This design comes from an exercise in tuning for small area, a short achievable clock period and few clock cycles per item on the open sky130 flow, not from production work.
In this exercise RTL edits were held to simulation tests only and were not proved equivalent to the original.
Power figures rest on the tool's default switching activity, not on a simulated workload.

File: flow/run.sh
#!/bin/bash
# synth_recipe.tcl (not shown) runs the flow's synth.tcl, then flattens the netlist and writes it again
# the make line also repeats each setting of config.mk as NAME=value (left out here)
make -C /OpenROAD-flow-scripts/flow DESIGN_CONFIG=/design/flow/config.mk WORK_HOME=/design/flow/orfs CLKGATE_MAP_FILE= SYNTH_SCRIPT=/design/flow/synth_recipe.tcl finish
File: flow/config.mk
export PLATFORM = sky130hd
export DESIGN_NAME = cpu_core
export DESIGN_NICKNAME = cpu_core
export VERILOG_FILES = /design/flow/design.v
export SDC_FILE = /design/flow/constraint.sdc
export NUM_CORES = 4
export LEC_CHECK = 0
export CAP_MARGIN = 20
export CELL_PAD_IN_SITES_DETAIL_PLACEMENT = 1
export CELL_PAD_IN_SITES_GLOBAL_PLACEMENT = 1
export CORE_MARGIN = 2
export CORE_UTILIZATION = 35
export CTS_BUF_LIST = sky130_fd_sc_hd__clkbuf_8
export CTS_CLUSTER_DIAMETER = 50
export CTS_CLUSTER_SIZE = 12
export PLACE_DENSITY = 0.5
export SETUP_SLACK_MARGIN = 3.2
export SLEW_MARGIN = 20
export TNS_END_PERCENT = 1
File: flow/design.v
`default_nettype none
package bus_pkg;
	localparam int WORD_W = 32;
	typedef logic [WORD_W-1:0] word_t;
	localparam int SEL_W = WORD_W / 8;
	localparam logic [SEL_W-1:0] SEL_ALL = '1;
endpackage
`default_nettype wire
`default_nettype none
package isa_pkg;
	localparam int OPC_W = 5;
	localparam int REG_IDX_W = 4;
	localparam int IMM_W = 19;
	typedef logic [REG_IDX_W-1:0] reg_idx_t;
	localparam logic [OPC_W-1:0] OP_LD = 5'd0;
	localparam logic [OPC_W-1:0] OP_LDI = 5'd1;
	localparam logic [OPC_W-1:0] OP_ST = 5'd2;
	localparam logic [OPC_W-1:0] OP_ADD = 5'd3;
	typedef struct packed {
		logic [OPC_W-1:0] opcode;
		reg_idx_t ra;
		reg_idx_t rb;
		logic [IMM_W-1:0] imm;
	} mem_fmt_t;
	typedef struct packed {
		logic [OPC_W-1:0] opcode;
		reg_idx_t ra;
		reg_idx_t rb;
		reg_idx_t rc;
		logic [IMM_W-REG_IDX_W-1:0] unused;
	} reg_fmt_t;
	typedef union packed {
		mem_fmt_t mem_fmt;
		reg_fmt_t reg_fmt;
	} instr_u;
	typedef enum logic [2:0] {
		CLS_NOP, CLS_LOAD, CLS_LOAD_IMM, CLS_STORE, CLS_ADD
	} op_class_e;
endpackage
`default_nettype wire
`timescale 1ns/1ps
`default_nettype none
module cpu_core #(
	parameter int ADDR_W = 9,
	parameter logic [ADDR_W-1:0] RESET_PC = '0
) (
	input wire clk,
	input wire rst_n,
	output logic wb_cyc,
	output logic wb_stb,
	output logic wb_we,
	output logic [ADDR_W-1:0] wb_adr,
	output bus_pkg::word_t wb_dat_o,
	output logic [3:0] wb_sel,
	input wire bus_pkg::word_t wb_dat_i,
	input wire wb_ack
);
	localparam int W = bus_pkg::WORD_W;
	localparam int NR = 16;
	localparam int IW = isa_pkg::IMM_W;
	localparam int AW = ADDR_W;
	logic run;  
	logic mem_ph;  
	logic we;  
	logic exe;  
	logic [AW-1:0] pc;  
	logic [AW-1:0] ma;  
	logic [3:0] ir_ra;
	bus_pkg::word_t op_a, op_b, sd;
	logic [W-1:0] rf [NR];
	logic [NR-1:0] rv;
	logic [4:0] n_opc;
	logic [3:0] n_ra, n_rb, n_rx;
	logic [IW-1:0] n_imm;
	logic n_ld, n_ldi, n_st, n_add, n_mem, n_bz;
	logic fetch_done, accept, rf_we;
	logic uses_b, uses_x, hit;
	logic [NR-1:0] sel_a, sel_b;
	bus_pkg::word_t rd_a, rd_b, nop_a, nop_b, sum, wdata;
	logic [AW-1:0] maddr;
	assign n_opc = wb_dat_i[31:27];
	assign n_ra = wb_dat_i[26:23];
	assign n_rb = wb_dat_i[22:19];
	assign n_imm = wb_dat_i[IW-1:0];
	assign n_ld = (n_opc == isa_pkg::OP_LD);
	assign n_ldi = (n_opc == isa_pkg::OP_LDI);
	assign n_st = (n_opc == isa_pkg::OP_ST);
	assign n_add = (n_opc == isa_pkg::OP_ADD);
	assign n_mem = n_ld || n_st;
	assign n_bz = !n_add && (n_rb == 4'd0);
	assign n_rx = n_add ? wb_dat_i[18:15] : n_ra;  
	assign fetch_done = run && wb_ack && !mem_ph;
	assign uses_b = n_add || ((n_ld || n_ldi || n_st) && !n_bz);
	assign uses_x = n_add || n_st;
	assign hit = exe && ((uses_b && ir_ra == n_rb) || (uses_x && ir_ra == n_rx));
	assign accept = fetch_done && !hit;
	always_comb begin
		for (int k = 0; k < NR; k++) begin
			sel_a[k] = (n_rb == k) && rv[k] && !n_bz;
			sel_b[k] = (n_rx == k) && rv[k];
		end
		rd_a = '0;
		rd_b = '0;
		for (int k = 0; k < NR; k++) begin
			rd_a = rd_a | ({W{sel_a[k]}} & rf[k]);
			rd_b = rd_b | ({W{sel_b[k]}} & rf[k]);
		end
	end
	assign nop_a = rd_a;
	assign nop_b = n_ldi ? {{(W - IW){n_imm[IW-1]}}, n_imm} : rd_b;
	always_comb begin
		logic [AW-1:0] x, y, g, t, p, h, tt, hn, tn;
		x = rd_a[AW-1:0];
		y = n_imm[AW-1:0];
		g = x & y;
		t = x | y;
		p = x ^ y;
		h = g;
		tt = {t[AW-2:0], 1'b1};
		for (int d = 1; d < AW; d = d * 2) begin
			hn = h;
			tn = tt;
			for (int i = 0; i < AW; i++) begin
				if ((i & d) != 0) begin
					hn[i] = h[i] | (tt[i] & h[(i & ~(2 * d - 1)) + d - 1]);
					tn[i] = tt[i] & tt[(i & ~(2 * d - 1)) + d - 1];
				end
			end
			h = hn;
			tt = tn;
		end
		maddr[0] = p[0];
		for (int i = 1; i < AW; i++)
			maddr[i] = h[i-1] ? (p[i] ^ t[i-1]) : p[i];
	end
	assign sum = op_a + op_b;
	always_ff @(posedge clk or negedge rst_n) begin
		if (!rst_n) begin
			run <= 1'b0;
			mem_ph <= 1'b0;
			we <= 1'b0;
			exe <= 1'b0;
			pc <= RESET_PC;
		end else begin
			run <= 1'b1;
			exe <= accept && (n_add || n_ldi);
			if (run && wb_ack && mem_ph) begin
				mem_ph <= 1'b0;
				we <= 1'b0;
			end
			if (accept) begin
				mem_ph <= n_mem;
				we <= n_st;
				pc <= pc + 1'b1;
			end
		end
	end
	always_ff @(posedge clk) begin
		op_a <= nop_a;
		op_b <= nop_b;
		if (fetch_done) begin
			ir_ra <= n_ra;
			sd <= rd_b;
			ma <= maddr;
		end
	end
	assign rf_we = mem_ph ? !we : exe;
	assign wdata = mem_ph ? wb_dat_i : sum;
	always_ff @(posedge clk or negedge rst_n) begin
		if (!rst_n)
			rv <= '0;
		else if (rf_we)
			rv[ir_ra] <= 1'b1;
	end
	for (genvar k = 0; k < NR; k++) begin : g_rf
		always_ff @(posedge clk) begin
			if (rf_we && ir_ra == k)
				rf[k] <= wdata;
		end
	end
	assign wb_cyc = run;
	assign wb_stb = run;
	assign wb_we = we;
	assign wb_adr = mem_ph ? ma : pc;
	assign wb_dat_o = sd;
	assign wb_sel = bus_pkg::SEL_ALL;
endmodule
`default_nettype wire
File: flow/constraint.sdc
create_clock -name core_clock -period 6.0 [get_ports {clk}]
set_input_delay 1.2000 -clock core_clock [delete_from_list [all_inputs] [get_ports {clk}]]
set_output_delay 1.2000 -clock core_clock [all_outputs]
set_load 0.01 [all_outputs]
==> run_results.csv, run 1 <==
group,metric,value,unit
global_route,gr-total-overflow,0,
floorplanning,start_util,35.2,%
detailed_routing,drc,0,
setup_path,cp_data_required_time,6.61,ns
clock_network,clkSinkCount,650,
detailed_routing,viasPerCell,6.55,
global_route,grt_max_degree,56,
clock_network,numCtsBuffers,93,
clock_network,clockRootBuffer,"clkbuf_8",
final_layout,syn_to_final_growth,24.0,%
setup_path,cp_max_fo,6,
sta,finalSetupTns,0,ns
pwr,finalPower,11.2,mW
sta,fin_worst_skew,0.0370,ns
yosys,ys_top_cells_by_area,"edfxtp_1 (58%), a22oi_1 (7.7%), dfxtp_1 (4.5%)",
final_layout,final_cell_mix,"edfxtp_1 (557), a22oi_1 (293), buf_4 (199)",
sta,setup_viol,0,
clock_network,holdBufCountCts,0,
final_layout,seq_area,0.0187,mm^2
place,io_buffers,78,
clock_network,cts_buffer_depth,3,
final_layout,nets,2446,
yosys,syn-instance-count,2074,
sta,worst_pin_slew,0.973,ns
detailed_routing,vias,22940,
final_layout,post-route-util,43.6,%
yosys,syn_area_per_cell,13.9,um^2
sta,final.period_utilization,55.0,%
yosys,synth_async_sr_flop_share,4.46,%
clock_network,h-tree-depth,3,
yosys,synth_edf_count,557,
yosys,yosysSeqAreaShare,65.1,%
global_route,grt.total_usage,32.0,%
yosys,ys_types,69,
place,gp_congestion,0.875,
clock_network,clk_pin_slew,0.08,ns
sta,rsz0062_at_grt,"true",
run_status,outcome,"no timing/DRC/antenna violations",
yosys,yosysTopAreaCellShare,58.2,%
yosys,ys_ff_latch,650,
floorplanning,die_w,291,um
detailed_routing,wl_per_cell,39.5,um
pwr,peakVddDrop,161,uV
yosys,synth.largest_area_cell,"edfxtp_1",
sta,final.min_clock_period,3.30,ns
final_layout,multi_input_comb_area,0.0102,mm^2
yosys,synth_area,0.0288,mm^2
sta,hold_violations,0,
place,dpl.hpwl,84.7,mm
setup_path,worst_ep_arrival_time,3.91,ns
detailed_routing,ant_nets,0,
setup_path,reg2reg_slack,2.76,ns
floorplanning,coreArea,0.0817,mm^2
global_route,grt_pass1_vias,22945,
final_layout,layout_commonest_cell,"edfxtp_1",
clock_network,cts_tree,"done",
setup_path,critPathKind,"in -> reg",
detailed_routing,finalWirelength,138,mm
floorplanning,num_rows,105,
setup_path,critPathLaunchType,"input port",
pwr,power_density,314,mW/mm^2
clock_network,clock_latency,0.72,ns
detailed_routing,dr.first_iter.drc_count,3476,
yosys,synth_flop_cell,"edfxtp_1",
final_layout,fillers,8230,
floorplanning,die_height,291,um
worst_hold_path,min_path_type,"reg -> reg",
global_route,grt_pass1_wl,189,mm
run,drv_cap,0,
pwr,leakage,12.8,nW
final_layout,drive_above_1_share,25.8,%
floorplanning,die-area,0.0845,mm^2
global_route,antenna_found_initial,9,
yosys,yosys_warnings,2,
setup_path,worstSetupEndpointType,"flip-flop",
detailed_routing,drtPass1Iterations,7,
sta,relSlewSlack,35.1,%
floorplanning,ios,83,
sta,drv_slew,0,
sta,max_freq,0.303,GHz
==> logic make-up after synthesis <==
group	count (synthesis)	share of synthesized area (%)
mux	49	1.92
simple gates	395	7.41
compound gates	692	18.9
other cells	1	0.0130
fa+ha+maj	58	2.55
xor+xnor	44	1.34
flops	650	65.1
buf+inv	185	2.75
==> through the flow <==
stage	std cells	cell area (um^2)	setup WS, ns	hold slack, ns
after floorplan	2078	29100	2.44	0.434
after global placement	3193	31500	0.977	0.490
after detailed placement	3195	31600	0.978	0.487
after CTS	3484	35400	2.78	0.516
after global routing	3500	35700	2.69	0.538
final	3502	35700	2.70	0.501
==> synth_stat cells (all sizes together) (8+ instances only) <==
cell	instances
clkbuf	104
nor3	12
a21oi	41
a222oi	32
dfxtp	64
a22oi	294
edfxtp	557
or3	9
o21ai	41
buf	43
a211o	25
nand3	68
a22o	77
nor2b	13
o21a	8
and3	41
ha	57
o21bai	8
a221o	40
and2	20
or4	13
nand2b	13
nand4	56
a21o	29
mux2	47
o211ai	9
a21boi	15
and4	10
xnor2	28
xor2	16
nand2	91
inv	38
dfrtp	29
a221oi	35
nor2	38
==> worst paths after layout <==
path                                   startpoint                  end  cells past startpoint
worst max register to register    op_a[0]$_DFF_P_  rf[8][30]$_DFFE_PP_                     15
worst max-delay path                 wb_dat_i[29]      op_b[7]$_DFF_P_                     10
min in group asynchronous                   rst_n    pc[0]$_DFFE_PN0P_                      2
worst min register to register  pc[8]$_DFFE_PN0P_    pc[8]$_DFFE_PN0P_                      1
max in group asynchronous                   rst_n   rv[12]$_DFFE_PN0N_                      2
worst min-delay path            pc[8]$_DFFE_PN0P_    pc[8]$_DFFE_PN0P_                      1
==> layout make-up <==
cell class	count	area share (%)
Clock inverter	70	2.11
Tap cell	1070	3.75
Clock buffer	101	3.90
Inverter	38	0.400
Antenna cell	3	0.0211
Multi-Input combinational cell	1245	28.7
Sequential cell	650	52.6
Timing Repair Buffer	325	8.58
==> state kept, by name, summed over array words and instances (netlist names) <==
signal and cells:
run 1, ir_ra 4, rf 512, ma 9
exe 1, rv 16, we 1, op_a 32
pc 9, sd 32, op_b 32, mem_ph 1
==> repair_timing <==
item	4_1_cts	5_1_grt
gates resized for setup	234	41
buffers inserted	112	15
cloned	6	0
pin swaps	62	27
endpoints found under the setup margin	549	753
==> routing by layer <==
layer / up-vias / GRT usage [%] / wire, um
li1: 9064 / - / -
met1: 11919 / 43.6 / 56500
met2: 1613 / 47.9 / 60400
met3: 336 / 9.55 / 16200
met4: 8 / 12.7 / 5350
met5: - / 0 / 54
==> critical path, cell delays in order <==
cell,delay (ns)
buf_12,0.11
or3_4,0.48
o211ai_1,0.32
a21boi_4,0.14
buf_12,0.17
buf_12,0.13
a22o_1,0.20
a221o_1,0.26
or4_4,0.61
mux2_4,0.28
==> power by group <==
| group | internal [mW] | switching (mW) |
|---|---|---|
| Sequential | 5.31 | 0.159 |
| Clock | 2.11 | 2.02 |
| Combinational | 0.582 | 1.03 |
| Total | 8.00 | 3.21 |
Testbench counts, summed over its fixed seeds: cycles 7,689, instrs 3,072.
==> inputs of run 2 (changes only) <==
--- a/flow/design.v
+++ b/flow/design.v
@@ -67,5 +67,5 @@
 	logic [AW-1:0] ma;  
 	logic [3:0] ir_ra;
-	bus_pkg::word_t op_a, op_b, sd;
+	bus_pkg::word_t op_a, op_b;
 	logic [W-1:0] rf [NR];
 	logic [NR-1:0] rv;
@@ -158,8 +158,7 @@
 	always_ff @(posedge clk) begin
 		op_a <= nop_a;
-		op_b <= nop_b;
-		if (fetch_done) begin
+		if (accept) begin
 			ir_ra <= n_ra;
-			sd <= rd_b;
+			op_b <= nop_b;
 			ma <= maddr;
 		end
@@ -183,5 +182,5 @@
 	assign wb_we = we;
 	assign wb_adr = mem_ph ? ma : pc;
-	assign wb_dat_o = sd;
+	assign wb_dat_o = op_b;
 	assign wb_sel = bus_pkg::SEL_ALL;
 endmodule
--- a/flow/config.mk
+++ b/flow/config.mk
@@ -12,8 +12,8 @@
 export CORE_UTILIZATION = 35
 export CTS_BUF_LIST = sky130_fd_sc_hd__clkbuf_8
-export CTS_CLUSTER_DIAMETER = 50
-export CTS_CLUSTER_SIZE = 12
+export CTS_CLUSTER_DIAMETER = 60
+export CTS_CLUSTER_SIZE = 16
 export PLACE_DENSITY = 0.5
 export SETUP_SLACK_MARGIN = 3.2
 export SLEW_MARGIN = 20
-export TNS_END_PERCENT = 1
+export TNS_END_PERCENT = 5
==> run 2 against run 1 <==
Net effect: hold slack got worse by 0.027 ns; clock skew rose by 0.0099 ns; still clean on timing, DRC and antenna; highest routed layer unchanged; total power is 13% lower; combinational power down 7%; largest cell class unchanged; register-to-register slack got worse by 0.21 ns.
==> run_results.csv, run 2 <==
group,metric,value,unit
run_status,outcome,"no timing/DRC/antenna violations",
yosys,synth_area,0.0278,mm^2
floorplanning,die_w,286,um
yosys,synth_flop_cell,"edfxtp_1",
setup_path,cp_max_fo,8,
final_layout,largest_register,"rf",
sta,worst_pin_slew,1.17,ns
detailed_routing,ant_nets,0,
detailed_routing,dr.first_iter.drc_count,3060,
yosys,synthTopCellsByCount,"edfxtp_1 (557), a22oi_1 (357), clkbuf_1 (113), nand2_1 (100), nor2_1 (93)",
floorplanning,coreArea,0.0787,mm^2
sta,rsz0062_at_grt,"true",
detailed_routing,viasPerCell,6.55,
clock_network,cts_buffer_depth,3,
setup_path,worstSetupEndpointType,"flip-flop",
final_layout,drive_above_1_share,22.2,%
clock_network,clockRootBuffer,"clkbuf_8",
worst_hold_path,min_path_type,"reg -> reg",
setup_path,crit_slowest_cell,"edfxtp_1",
sta,whs,0.474,ns
yosys,syn-instance-count,2081,
global_route,grt_pass1_vias,22381,
sta,relSlewSlack,22.2,%
final_layout,largest_reg_flops,512,
detailed_routing,finalWirelength,129,mm
pwr,power_density,285,mW/mm^2
setup_path,cp_data_required_time,6.49,ns
floorplanning,die-area,0.0817,mm^2
detailed_routing,wl_per_cell,37.8,um
sta,setup_viol,0,
sta,finalSetupTns,0,ns
yosys,ys_top_cells_by_area,"edfxtp_1 (60%), a22oi_1 (9.6%), dfrtp_1 (2.6%)",
final_layout,layout_commonest_cell,"edfxtp_1",
place,post_dp_cell_area,0.0304,mm^2
final_layout,nets,2413,
detailed_routing,drtPass1Iterations,6,
final_layout,final_cell_mix,"edfxtp_1 (557), a22oi_1 (355), buf_4 (170)",
yosys,ys_ff_latch,618,
yosys,yosys_warnings,2,
sta,hold_violations,0,
yosys,yosysMostFrequentCell,"edfxtp_1",
setup_path,cp_slowest_stage_delay,0.40,ns
final_layout,reg.largest.list,"rf x512, op_a x32, op_b x32",
run,drv_cap,0,
sta,final.min_clock_period,3.45,ns
setup_path,worst_ep_arrival_time,3.94,ns
sta,drv_slew,0,
detailed_routing,drc,0,
place,dp_cells,3164,
setup_path,critPathLaunchType,"flip-flop",
clock_network,h-tree-depth,2,
clock_network,clock_latency,0.76,ns
final_layout,stdcell_area,0.0340,mm^2
floorplanning,die_height,286,um
place,dpl.hpwl,75.0,mm
place,io_buffers,78,
sta,max_freq,0.290,GHz
setup_path,reg2reg_slack,2.55,ns
sta,fin_worst_skew,0.0469,ns
global_route,grt_pass1_wl,178,mm
pwr,leakage,11.6,nW
setup_path,cpMostUsedCell,"buf_6",
yosys,synth_edf_count,557,
floorplanning,start_util,35.3,%
detailed_routing,vias,22398,
pwr,peakVddDrop,175,uV
yosys,syn_area_per_cell,13.4,um^2
yosys,yosysSeqAreaShare,65.1,%
clock_network,clkSinkCount,618,
global_route,grt_max_degree,41,
global_route,antenna_found_initial,4,
global_route,gr-total-overflow,0,
pwr,finalPower,9.70,mW
final_layout,stdcell_count,3422,
setup_path,crit_buf_inv,4,
floorplanning,ios,83,
final_layout,syn_to_final_growth,22.3,%
yosys,yosysTopAreaCellShare,60.2,%
clock_network,clk_pin_slew,0.11,ns
floorplanning,num_rows,103,
global_route,grt.total_usage,30.8,%
yosys,ys_types,76,
place,gp_congestion,0.881,
setup_path,cp_cell_sequence,"ha_1 -> a21oi_4 -> o211ai_1 -> a211oi_4 -> buf_12 -> o21ai_4 -> buf_6 -> a2111oi_4 -> buf_6 -> nor3_4 -> mux2i_2 -> o311ai_4 -> buf_6",
clock_network,cts_tree,"done",
setup_path,critPathKind,"reg -> reg",
clock_network,numCtsBuffers,61,
yosys,synth_async_sr_flop_share,4.69,%
sta,final.period_utilization,57.5,%
setup_path,crit_family,"compound AO/OA/AOI/OAI gates",
yosys,synth.largest_area_cell,"edfxtp_1",
-- run 2: final timing paths --
path | startpoint | endpoint | depth (start not counted)
max | op_b[1]$_DFFE_PP_ | rf[10][31]$_DFFE_PP_ | 13
min | pc[8]$_DFFE_PN0P_ | pc[8]$_DFFE_PN0P_ | 1
max reg2reg | op_b[1]$_DFFE_PP_ | rf[10][31]$_DFFE_PP_ | 13
min reg2reg | pc[8]$_DFFE_PN0P_ | pc[8]$_DFFE_PN0P_ | 1
max in group asynchronous | rst_n | mem_ph$_DFFE_PN0P_ | 2
min in group asynchronous | rst_n | pc[6]$_DFFE_PN0P_ | 2
-- run 2: repair_timing --
action / CTS / global route
hold buffers: 0 / 0
endpoints found under the hold margin: 0 / 0
endpoints found under the setup margin: 1058 / 839
gates cloned: 6 / 4
resized for setup: 162 / 111
setup buffers: 100 / 33
pin swaps: 54 / 42
-- run 2: cell type report --
type / instances / area [um^2]
Timing Repair inverter: 1 / 8.76
Fill cell: 8005 / 44800
Clock inverter: 50 / 527
Inverter: 42 / 184
Clock buffer: 63 / 867
Multi-Input combinational cell: 1281 / 9900
Tap cell: 1050 / 1310
Sequential cell: 618 / 18100
Timing Repair Buffer: 315 / 3090
Antenna cell: 2 / 5.00
-- run 2: per-layer routing --
metal	vias up	share of wire (%)	global-route usage [%]
met1	11615	40	41.9
met3	307	9.8	5.17
met5	-	0.034	0
li1	8949	-	-
met2	1521	46	48.8
met4	6	4.2	12.6
-- run 2: power by group --
part	leakage, nW	internal (mW)	switching [mW]	total [mW]
Sequential	5.69	5.05	0.113	5.16
Clock	0.725	1.29	1.76	3.04
Combinational	5.22	0.569	0.928	1.50
Total	11.6	6.91	2.80	9.70
-- run 2: kinds of logic after synthesis --
group	share of synthesized area (%)
AO/OA/AOI/OAI	18.7
XOR/XNOR	1.42
adder cells (fa/ha/maj)	2.64
buffers and inverters	2.69
flip-flops	65.1
multiplexers	0.711
other	0.0135
AND/OR/NAND/NOR	8.75
-- run 2: worst register-to-register path: cells and delay by family (launching register included) --
family | cells | cell delay [ns]
compound gates | 6 | 1.41
fa+ha+maj | 1 | 0.33
buf+inv | 4 | 0.72
flops | 1 | 0.40
mux | 1 | 0.28
simple gates | 1 | 0.05
-- run 2: stage by stage --
| step | setup slack (ns) | utilization [%] |
|---|---|---|
| 2_1_floorplan | 2.46 | - |
| 3_3_place_gp | 0.976 | 38.6 |
| 3_5_place_dp | 0.938 | 38.7 |
| 4_1_cts | 2.64 | 42.4 |
| 5_1_grt | 2.49 | 43.2 |
| 6_report | 2.55 | 43.2 |
Testbench counts of run 2, summed over its fixed seeds: cycles 7,689, instrs 3,072.
==> inputs of run 3 (changes only) <==
--- a/flow/design.v
+++ b/flow/design.v
@@ -134,5 +134,27 @@
 			maddr[i] = h[i-1] ? (p[i] ^ t[i-1]) : p[i];
 	end
-	assign sum = op_a + op_b;
+	always_comb begin
+		bus_pkg::word_t g, t, p, h, tt, hn, tn;
+		g = op_a & op_b;
+		t = op_a | op_b;
+		p = op_a ^ op_b;
+		h = g;
+		tt = {t[W-2:0], 1'b1};
+		for (int d = 1; d < W; d = d * 2) begin
+			hn = h;
+			tn = tt;
+			for (int i = 0; i < W; i++) begin
+				if ((i & d) != 0) begin
+					hn[i] = h[i] | (tt[i] & h[(i & ~(2 * d - 1)) + d - 1]);
+					tn[i] = tt[i] & tt[(i & ~(2 * d - 1)) + d - 1];
+				end
+			end
+			h = hn;
+			tt = tn;
+		end
+		sum[0] = p[0];
+		for (int i = 1; i < W; i++)
+			sum[i] = h[i-1] ? (p[i] ^ t[i-1]) : p[i];
+	end
 	always_ff @(posedge clk or negedge rst_n) begin
 		if (!rst_n) begin
--- a/flow/config.mk
+++ b/flow/config.mk
@@ -12,6 +12,6 @@
 export CORE_UTILIZATION = 35
 export CTS_BUF_LIST = sky130_fd_sc_hd__clkbuf_8
-export CTS_CLUSTER_DIAMETER = 60
-export CTS_CLUSTER_SIZE = 16
+export CTS_CLUSTER_DIAMETER = 50
+export CTS_CLUSTER_SIZE = 12
 export PLACE_DENSITY = 0.5
 export SETUP_SLACK_MARGIN = 3.2
==> run 3 against run 2 <==
Net effect: synthesized cell count grew 1.6%; largest cell class unchanged; still clean; sequential cell count is the same; via count grew 3.6%; maximum frequency grew 2.4%; synthesized area grew 1.9%; total power grew 14%.
==> run_results.csv, run 3 <==
group,metric,value,unit
sta,relSlewSlack,22.2,%
worst_hold_path,hold_depth,1,
final_layout,largest_reg_flops,512,
pwr,power_density,308,mW/mm^2
setup_path,cp_slowest_stage_delay,0.49,ns
pwr,peakVddDrop,162,uV
run_status,outcome,"no timing/DRC/antenna violations",
sta,rsz0062_at_grt,"true",
final_layout,largest_register,"rf",
yosys,yosysTopAreaCellShare,59.1,%
sta,finalSetupTns,0,ns
yosys,ys_types,68,
final_layout,stdcell_count,3548,
detailed_routing,drtPass1Iterations,9,
final_layout,layout_commonest_cell,"edfxtp_1",
global_route,grt_pass1_vias,23057,
sta,hold_violations,0,
global_route,grt.total_usage,33.0,%
setup_path,reg2reg_slack,2.71,ns
setup_path,worstSetupEndpointType,"flip-flop",
pwr,finalPower,11.0,mW
clock_network,clkSinkCount,618,
detailed_routing,finalWirelength,139,mm
clock_network,clk_pin_slew,0.07,ns
setup_path,reg2reg_from,"mem_ph$_DFFE_PN0P_",
clock_network,clock_latency,0.74,ns
detailed_routing,dr.first_iter.drc_count,3521,
clock_network,holdBufCountCts,0,
yosys,syn-instance-count,2114,
global_route,grt_pass1_wl,188,mm
yosys,synth_async_sr_flop_share,4.69,%
yosys,yosysMostFrequentCell,"edfxtp_1",
yosys,yosys_warnings,2,
clock_network,h-tree-depth,3,
place,io_buffers,78,
place,dp_worst_setup_slack,0.480,ns
yosys,syn_area_per_cell,13.4,um^2
sta,max_freq,0.297,GHz
final_layout,fillers,8133,
yosys,yosysSeqAreaShare,63.9,%
setup_path,critPathLaunchType,"input port",
setup_path,worst_ep_arrival_time,3.83,ns
final_layout,syn_to_final_growth,26.5,%
setup_path,critPathKind,"in -> reg",
floorplanning,coreArea,0.0803,mm^2
place,dp_cells,3206,
floorplanning,num_rows,104,
run,drv_cap,0,
clock_network,cts_buffer_depth,3,
yosys,ys_top_cells_by_area,"edfxtp_1 (59%), a22oi_1 (11%), ha_1 (4.6%)",
final_layout,final_cell_mix,"edfxtp_1 (557), a22oi_1 (403), buf_4 (162)",
sta,final.period_utilization,56.2,%
setup_path,crit_slowest_cell,"or3_4",
place,dpl.hpwl,71.4,mm
setup_path,reg2reg_depth,6,
setup_path,cpMostUsedCell,"buf_12",
clock_network,numCtsBuffers,90,
place,gp_congestion,0.828,
floorplanning,start_util,35.3,%
floorplanning,ios,83,
detailed_routing,ant_nets,0,
detailed_routing,drc,0,
sta,setup_viol,0,
yosys,synth_flop_cell,"edfxtp_1",
setup_path,cp_data_required_time,6.46,ns
global_route,gr-total-overflow,0,
yosys,ys_ff_latch,618,
final_layout,reg.largest.list,"rf x512, op_a x32, op_b x32",
setup_path,setup.worst_path.end,"op_b[13]$_DFFE_PP_",
yosys,synth.largest_area_cell,"edfxtp_1",
setup_path,worstReg2RegEnd,"rf[0][27]$_DFFE_PP_",
worst_hold_path,min_path_type,"reg -> reg",
detailed_routing,vias,23199,
setup_path,cp_num_cells,15,
floorplanning,die_w,288,um
yosys,synth_edf_count,557,
global_route,antenna_found_initial,8,
sta,whs,0.487,ns
setup_path,crit_path_start,"wb_dat_i[29]",
sta,worst_slack,2.63,ns
yosys,synthTopCellsByCount,"edfxtp_1 (557), a22oi_1 (409), inv_1 (108), ha_1 (103), clkbuf_1 (102)",
clock_network,clockRootBuffer,"clkbuf_8",
final_layout,drive_above_1_share,23.6,%
clock_network,cts_tree,"done",
sta,final.min_clock_period,3.37,ns
final_layout,nets,2546,
pwr,leakage,12.7,nW
sta,fin_worst_skew,0.0399,ns
setup_path,crit_buf_inv,8,
global_route,grt_max_degree,48,
final_layout,seq_area,0.0181,mm^2
detailed_routing,wl_per_cell,39.2,um
floorplanning,die_height,288,um
setup_path,crit_family,"buffers and inverters",
detailed_routing,viasPerCell,6.54,
yosys,synth_area,0.0283,mm^2
floorplanning,die-area,0.0832,mm^2
setup_path,cp_cell_sequence,"buf_12 -> or3_4 -> buf_6 -> buf_4 -> o21ai_4 -> buf_12 -> a221oi_4 -> buf_4 -> buf_12 -> buf_16 -> buf_12 -> a22oi_1 -> nand4_1 -> nor3_1 -> nor2_1",
sta,drv_slew,0,
setup_path,cp_max_fo,4,
final_layout,multi_input_comb_area,0.0102,mm^2
sta,worst_pin_slew,1.17,ns
run 3: cell types whose count changed in the layout (fill, tap and decap cells not counted), sizes merged, moves of 19 or more:
| cell | previous run | this run |
|---|---|---|
| nand2 | 101 | 80 |
| clkbuf | 73 | 98 |
| ha | 57 | 103 |
| buf | 239 | 258 |
| nor3 | 13 | 34 |
| a22oi | 357 | 409 |
| inv | 67 | 146 |
run 3: area by class of cell:
type | instances | area share (%)
Sequential cell | 618 | 50.6
Antenna cell | 3 | 0.0210
Clock buffer | 96 | 3.69
Timing Repair Buffer | 331 | 10.6
Inverter | 108 | 1.13
Multi-Input combinational cell | 1259 | 28.5
Tap cell | 1060 | 3.70
Clock inverter | 73 | 1.75
run 3: stage by stage:
| step | util (%) | area, um^2 |
|---|---|---|
| 2_1_floorplan | - | 28400 |
| 3_3_place_gp | 38.5 | 30900 |
| 3_5_place_dp | 38.5 | 30900 |
| 4_1_cts | 44.2 | 35500 |
| 5_1_grt | 44.6 | 35800 |
| 6_report | 44.6 | 35800 |
run 3: how the worst min path moves through the flow:
stage,startpoint,end
2_1_floorplan,rv[10]$_DFFE_PN0N_,rv[10]$_DFFE_PN0N_
3_3_place_gp,pc[8]$_DFFE_PN0P_,pc[8]$_DFFE_PN0P_
3_5_place_dp,rv[0]$_DFFE_PN0N_,rv[0]$_DFFE_PN0N_
4_1_cts,rv[0]$_DFFE_PN0N_,rv[0]$_DFFE_PN0N_
5_1_grt,rv[0]$_DFFE_PN0N_,rv[0]$_DFFE_PN0N_
6_report,rv[0]$_DFFE_PN0N_,rv[0]$_DFFE_PN0N_
run 3: worst reg2reg max path: cells and delay by family (launching register included):
family	cells	cell delay, ns
and+or+nand+nor	2	1.44
DFF	1	0.47
AOI/OAI and AO/OA	1	0.18
buffers and inverters	3	0.85
run 3: repair_timing:
| item | in CTS | in global routing |
|---|---|---|
| endpoints found under the hold margin | 0 | 0 |
| setup endpoints to repair | 538 | 875 |
| pin swaps | 78 | 25 |
| gates resized for setup | 248 | 43 |
| setup buffers | 135 | 15 |
| gates cloned | 19 | 1 |
run 3: kinds of logic after synthesis:
| kind of cell | share of synthesized area, % |
|---|---|
| AO/OA/AOI/OAI | 17.6 |
| flip-flops | 63.9 |
| AND/OR/NAND/NOR | 8.05 |
| buffers and inverters | 3.58 |
| adder cells (fa/ha/maj) | 4.55 |
| XOR/XNOR | 1.61 |
| multiplexers | 0.707 |
| other | 0.0132 |
run 3: per-layer routing:
| metal | share of wire, % | vias up | routed length [um] | global-route usage [%] |
|---|---|---|---|---|
| met3 | 10 | 379 | 14200 | 7.30 |
| met2 | 44 | 1688 | 61400 | 50.8 |
| met1 | 41 | 12060 | 56600 | 45.0 |
| met4 | 4.9 | 8 | 6870 | 13.7 |
| met5 | 0.041 | - | 57 | 0 |
| li1 | - | 9064 | - | - |
run 3: power breakdown:
group          leakage [nW]  switching [mW]  total, mW  internal [mW]
Clock                  1.04            1.95       3.78           1.82
Combinational          5.95            1.20       1.90          0.692
Sequential             5.71           0.156       5.35           5.19
Testbench counts of run 3, summed over its fixed seeds: cycles 7,689, instrs 3,072.

[static timing again, ports no longer ideal]
The flow's constraints put no driver on any port. The routed layouts listed below were extracted and timed again, unchanged, in two steps. Step 1 assumes that a clkbuf_16 drives the clock port and a buf_2 every other input. Step 2 moves the port delays by t, midway between the first and last clock arrival at a register: inputs arrive t later, outputs are due t later. That takes back most of the time a late clock gives input paths. Slacks: ideal / step 1 / step 2; pairs: ideal / step 1.
| run | t (ns) | setup WS [ns] | cell pins on the clock port's net |
|---|---|---|---|
| run 1 | 0.774 | 2.699 / 2.718 / 1.944 | 1 |
| run 2 | 0.796 | 2.550 / 2.550 / 2.047 | 1 |
| run 3 | 0.782 | 2.631 / 2.645 / 1.864 | 1 |
After both steps setup and hold are still met in every run listed. The setup slack of run 3, which loses most, moves by +0.014 ns with the drivers and by -0.767 ns with both steps.
